What follows belongs to an exercise in optimizing a design on an open flow for small area, a short achievable clock period and few clock cycles per item; a production flow would make more cautious choices. The RTL was checked by simulation tests, not by an equivalence proof against the original design. Power is estimated from default activity; no workload was simulated.

## moving_average_deviation_alarm
module moving_average_deviation_alarm #(
  parameter int WINDOW_SIZE = mada_pkg::WINDOW_SIZE_DEFAULT
) (
  input  logic        clk,
  input  logic        rst,
  input  logic        in_valid,
  output logic        in_stall,
  input  logic [11:0] sample,
  output logic        out_valid,
  input  logic        out_stall,
  output logic [11:0] average,
  output logic [11:0] deviation,
  output logic        alarm,
  output logic        report_due,
  output logic        initialized,
  input  logic        cfg_valid,
  output logic        cfg_ready,
  input  logic [3:0]  cfg_index,
  input  logic [11:0] cfg_data
);
Size: roughly 490 flip-flops, ~63 I/O pins, about 22000 um^2 of cells after synthesis.
==> flow/config.mk <==
export PLATFORM = sky130hd
export DESIGN_NAME = moving_average_deviation_alarm
export DESIGN_NICKNAME = moving_average_deviation_alarm
export VERILOG_FILES = /design/flow/design.v
export SDC_FILE = /design/flow/constraint.sdc
export NUM_CORES = 4
export LEC_CHECK = 0
export CAP_MARGIN = 20
export CORE_MARGIN = 2
export CORE_UTILIZATION = 70
export CTS_CLUSTER_DIAMETER = 80
export CTS_CLUSTER_SIZE = 30
export SETUP_SLACK_MARGIN = 2.7
export SLEW_MARGIN = 20
==> flow/constraint.sdc <==
create_clock -name core_clock -period 5.5 [get_ports {clk}]
set_input_delay 1.1000 -clock core_clock [delete_from_list [all_inputs] [get_ports {clk}]]
set_output_delay 1.1000 -clock core_clock [all_outputs]
set_load 0.01 [all_outputs]
standard.sh (not shown) runs the stock make flow with config.mk's settings and CLKGATE_MAP_FILE= SYNTH_SCRIPT=/design/flow/synth_recipe.tcl, a recipe that flattens the netlist after the stock synthesis.
==> flow/flow/run.sh <==
#!/bin/bash
# The standard layout (standard.sh: ORFS synthesis to finish), except that
# buffer_ports puts sky130_fd_sc_hd__buf_2 cells on the input and output ports
# instead of its default choice (sky130_fd_sc_hd__clkdlybuf4s50_1).
# make's full output goes to standard.log; ORFS keeps each step's log under
# orfs/logs/.
set -o pipefail
export BUFFER_PORTS_ARGS="-buffer_cell sky130_fd_sc_hd__buf_2"
bash standard.sh > standard.log 2>&1
The starting point finished clean.
Testbench counts at the start, summed over its fixed seeds: cycles 3,240, items 3,200.
Change:
- CORE_UTILIZATION: 70 -> 65
- CTS_CLUSTER_DIAMETER: 80 -> 70
- CTS_CLUSTER_SIZE: 30 -> 25
Routed wire length rose by 2.8%.
Final area rose by 1.8%.
Register-to-register slack got worse by 0.03 ns.
Via count is lower by 0.74%.
Power rises by 5.7%.
Synthesized cell count does not change.
Die area climbs by 7.5%.
Clock-buffer cell count rises by 3.
Flip-flop and latch count is unchanged.
Hold slack is about the same.
Worst setup slack loses 0.023 ns.
Change:
- CORE_UTILIZATION: 65 -> 72
- CTS_CLUSTER_DIAMETER: 70 -> 80
- CTS_CLUSTER_SIZE: 25 -> 30
=> The new run went through all stages and came out clean. Final cell count is lower by a few percent. Maximum frequency falls slightly. Worst hold slack gains 0.0043 ns.
Change:
==> flow/run.sh (new file) <==
#!/bin/bash
# synth_recipe.tcl (not shown) runs the flow's synth.tcl, then flattens the netlist and writes it again
# the make line also repeats each setting of config.mk as NAME=value (left out here)
make -C /OpenROAD-flow-scripts/flow DESIGN_CONFIG=/design/flow/config.mk WORK_HOME=/design/flow/orfs CLKGATE_MAP_FILE= SYNTH_SCRIPT=/design/flow/synth_recipe.tcl finish
- CAP_MARGIN: 20 -> 10
- CORE_UTILIZATION: 72 -> 65
- SLEW_MARGIN: 20 -> 10
removed: flow/flow/run.sh
removed: flow/standard.sh
Routed wire length goes down by 0.78%.
Core utilization goes down by 5.7 points.
Clock power goes up by about 5%.
Total power goes up by 1.8%.
Design area goes up by 2.3%.
Area after synthesis stays the same.
Cell count goes up by 3.1%.
Sequential share of layout area goes down by 1.3 points.
Change:
- CAP_MARGIN: 10 -> 20
- PLACE_DENSITY: default -> 0.75
- SLEW_MARGIN: 10 -> 20
=> The new run finished with timing, DRC and antenna clean; clock-buffer cell count grows by 3; maximum frequency grows by about 1%; sequential cell count stays the same.

========
moving_average_deviation_alarm, a different RTL version from the one above (not shown whole).
Size in the first run: roughly 63 I/O pins.
make LEC_CHECK=0 CAP_MARGIN=20 CORE_MARGIN=2 CORE_UTILIZATION=65 SETUP_SLACK_MARGIN=3.0 SLEW_MARGIN=20 finish   # period 5.5 ns
run.sh (not shown) runs the stock make flow with config.mk's settings and CLKGATE_MAP_FILE= SYNTH_SCRIPT=/design/flow/synth_recipe.tcl, a recipe that flattens the netlist after the stock synthesis.
Stock flow here: none of the scripts above is used.
The first run passed the timing, DRC and antenna checks.
Testbench counts at the start, summed over its fixed seeds: cycles 3,240, items 3,200.
Edit:
--- a/flow/config.mk
+++ b/flow/config.mk
@@ -11 +11 @@
-export SETUP_SLACK_MARGIN = 3.0
+export SETUP_SLACK_MARGIN = 2.5
=>
- total power went down by a few percent
- maximum frequency went down by a few percent
- critical path depth stays the same
- via count went down slightly
- hold slack stays flat
- design area went down by a few percent
- core utilization went down by 2.6 points

========
moving_average_deviation_alarm with an RTL version that a note above also has.
For scale: ~1,700 cells after synthesis, ~63 I/O pins, roughly 22,000 µm² of cells after synthesis.
Settings: LEC_CHECK=0, CAP_MARGIN=20, CORE_MARGIN=2, CORE_UTILIZATION=65, CTS_BUF_LIST=sky130_fd_sc_hd__clkbuf_8 sky130_fd_sc_hd__clkbuf_16, CTS_CLUSTER_DIAMETER=80, CTS_CLUSTER_SIZE=30, SETUP_SLACK_MARGIN=2.7, SLEW_MARGIN=20; clock period 5.5 ns.
Testbench counts at the start, summed over its fixed seeds: cycles 3,240, items 3,200.
==> next run, changes <==
==> flow/flow/run.sh (new file) <==
#!/bin/bash
# The standard layout (standard.sh: ORFS synthesis to finish), except that
# buffer_ports puts sky130_fd_sc_hd__buf_2 cells on the input and output ports
# instead of its default choice (sky130_fd_sc_hd__clkdlybuf4s50_1).
# make's full output goes to standard.log; ORFS keeps each step's log under
# orfs/logs/.
set -o pipefail
export BUFFER_PORTS_ARGS="-buffer_cell sky130_fd_sc_hd__buf_2"
bash standard.sh > standard.log 2>&1
==> flow/standard.sh (new file) <==
#!/bin/bash
# synth_recipe.tcl (not shown) runs the flow's synth.tcl, then flattens the netlist and writes it again
# the make line also repeats each setting of config.mk as NAME=value (left out here)
make -C /OpenROAD-flow-scripts/flow DESIGN_CONFIG=/design/flow/config.mk WORK_HOME=/design/flow/orfs CLKGATE_MAP_FILE= SYNTH_SCRIPT=/design/flow/synth_recipe.tcl "${@:-finish}"
- CTS_BUF_LIST: sky130_fd_sc_hd__clkbuf_8 sky130_fd_sc_hd__clkbuf_16 -> unset
removed: flow/run.sh
Worst setup slack improves by 47 ps.
Final area falls by 1.6%.
Routed wire length falls by 1.5%.

========
== run 1 ==
moving_average_deviation_alarm, a different RTL version from the one above (not shown whole).
Size: about 1600 cells after synthesis, about 490 flip-flops.
clock: 5.5 ns
lec_check: 0
cap_margin: 20
core_margin: 2
core_utilization: 65
cts_cluster_diameter: 80
cts_cluster_size: 30
setup_slack_margin: 3.0
slew_margin: 20
Stock flow here: none of the scripts above is used.
Testbench counts of run 1, summed over its fixed seeds: cycles 3,240, items 3,200.
Input-level comparison between run 2 and run 1:
--- a/flow/config.mk
+++ b/flow/config.mk
@@ -11,4 +11,4 @@
 export CTS_CLUSTER_DIAMETER = 80
 export CTS_CLUSTER_SIZE = 30
-export SETUP_SLACK_MARGIN = 3.0
+export SETUP_SLACK_MARGIN = 2.7
 export SLEW_MARGIN = 20
==> notes.md <==
The higher maximum vdd ir drop of run 1 and run 2 is in run 1.
Compared with run 1, run 2 shows a lower clock share of power.
Critical path depth (lower): run 2
Diff run 1 -> run 2: relative max-transition margin rose 0.68 points, maximum number of pins on one net before global-route repair increased by about 24% relative to the old numbers, sequential cell area share higher.
Compared with run 1, in run 2 setup slack of the critical path after layout fell 0.0085 ns, hold slack closely matched the old numbers.
Modified inputs, run 3 compared to run 2
--- a/flow/config.mk
+++ b/flow/config.mk
@@ -11,4 +11,4 @@
 export CTS_CLUSTER_DIAMETER = 80
 export CTS_CLUSTER_SIZE = 30
-export SETUP_SLACK_MARGIN = 2.7
+export SETUP_SLACK_MARGIN = 2.5
 export SLEW_MARGIN = 20
## What came out
[diff] worst setup slack, run 3 relative to run 2: regression
Run 3 vs. run 2: met2 wire length went down by about 5%.
Lower cell area goes to run 3 over run 2.
Run 3 vs run 2 on non-clock buffer count: run 3 is the lower one.
Comparing run 3 and run 2, the lower post-route clock period utilization is on run 2.
Relative to run 2, run 3 improves hold slack.
Going from run 2 to run 3, the internal power component was found to have gone up by 0.034 mW.
Changes observed in run 3 relative to run 2: combinational power shrank by about 7%, global-route wire length before repair now sits lower.
Height of the die came out exactly the same in run 3 and run 2.

========
== run A ==
moving_average_deviation_alarm, a different RTL version from the one above (not shown whole).
Size: ~1500 cells after synthesis, about 63 I/O pins, roughly 20000 um^2 of cells after synthesis.
clock: 5.5 ns
lec_check: 0
cap_margin: 20
core_margin: 2
core_utilization: 40
setup_slack_margin: 2.0
slew_margin: 20
Testbench counts of run A, summed over its fixed seeds: cycles 3,240, items 3,200.
[inputs] run B vs run A
# run A
export LEC_CHECK = 0
export CAP_MARGIN = 20
export CORE_MARGIN = 2
export CORE_UTILIZATION = 40
export SETUP_SLACK_MARGIN = 2.0
export SLEW_MARGIN = 20
create_clock -name core_clock -period 5.5 [get_ports {clk}]
# run B
export LEC_CHECK = 0
export CAP_MARGIN = 20
export CORE_MARGIN = 2
export CORE_UTILIZATION = 40
export SLEW_MARGIN = 20
create_clock -name core_clock -period 5.5 [get_ports {clk}]
### Flow results
From run A to run B the numbers moved as follows: number of buffers created by CTS grew by 4.2%, global-route met2 utilization shrank by 0.53 points, worst slack on hold paths held steady. Between run A and run B, the fraction of power spent switching nets does not differ in any meaningful way. On post-route clock period utilization: between run B and run A, it ends up higher for run B. Compared with run A, run B shows post-CTS setup buffer count lower by 34. Run B packs its core more loosely than run A. Re die area: no difference whatsoever between run B and run A. Run B reports a lower net count of the finished layout than run A does. Between run A and run B, length of routed met3 wiring increased.
Inputs modified between run B and run C:
# run B
export LEC_CHECK = 0
export CAP_MARGIN = 20
export CORE_MARGIN = 2
export CORE_UTILIZATION = 40
export SLEW_MARGIN = 20
create_clock -name core_clock -period 5.5 [get_ports {clk}]
# run C
export LEC_CHECK = 0
export CAP_MARGIN = 20
export CORE_MARGIN = 2
export CORE_UTILIZATION = 40
export SETUP_SLACK_MARGIN = 1.0
export SLEW_MARGIN = 20
create_clock -name core_clock -period 5.5 [get_ports {clk}]
Notes after the runs:
Run C against run B: power consumed by combinational cells up about 2%, worst hold-check slack flat, area occupied by multi-input gates up about 1.3%.
Cell area: run C vs run B up 140 um^2

re-timing with driven ports:
No port has a modelled driver above. Below, the same layouts with a new extraction and two added sets of constraints. Step 1 sets driving cells, clkbuf_16 on the clock port and buf_2 on the other inputs (assumed; they add their load-dependent delay and slew). Step 2 moves the port delays by t, midway between the first and last clock arrival at a register: inputs arrive t later, outputs are due t later. That takes back most of the time a late clock gives input paths. a / b / c = no drivers / after step 1 / after step 2; a / b = the first two.
run | t, ns | slack for setup (ns) | hold slack, ns | cell pins on the clock port's net
the first run of note 1 | 0.597 | 2.773 / 2.781 / 2.207 | 0.416 / 0.416 / 0.416 | 1
the second run of note 1 | 0.637 | 2.750 / 2.750 / 2.317 | 0.415 / 0.415 / 0.415 | 1
the third run of note 1 | 0.589 | 2.706 / 2.706 / 2.165 | 0.419 / 0.419 / 0.419 | 1
the fourth run of note 1 | 0.595 | 2.701 / 2.730 / 2.135 | 0.417 / 0.417 / 0.417 | 1
the fifth run of note 1 | 0.607 | 2.729 / 2.729 / 2.172 | 0.423 / 0.423 / 0.423 | 1
the first run of note 2 | 0.607 | 2.441 / 2.441 / 1.969 | 0.414 / 0.414 / 0.414 | 1
the second run of note 2 | 0.606 | 2.323 / 2.323 / 1.913 | 0.412 / 0.412 / 0.412 | 1
the first run of note 3 | 0.595 | 2.708 / 2.708 / 2.217 | 0.415 / 0.415 / 0.415 | 1
the second run of note 3 | 0.627 | 2.755 / 2.755 / 2.296 | 0.417 / 0.417 / 0.417 | 1
run 1 | 0.617 | 2.638 / 2.659 / 2.041 | 0.417 / 0.417 / 0.417 | 1
run 2 | 0.603 | 2.629 / 2.629 / 2.146 | 0.414 / 0.414 / 0.414 | 1
run 3 | 0.614 | 2.577 / 2.527 / 1.995 | 0.418 / 0.418 / 0.418 | 1
run A | 0.636 | 1.447 / 1.447 / 1.447 | 0.412 / 0.412 / 0.412 | 1
run B | 0.637 | 0.530 / 0.530 / 0.530 | 0.411 / 0.411 / 0.411 | 1
run C | 0.637 | 1.178 / 1.178 / 1.178 | 0.411 / 0.411 / 0.411 | 1
After both steps setup and hold are still met in every run listed. The setup slack of run 1, which loses most, moves by +0.021 ns with the drivers and by -0.597 ns with both steps.
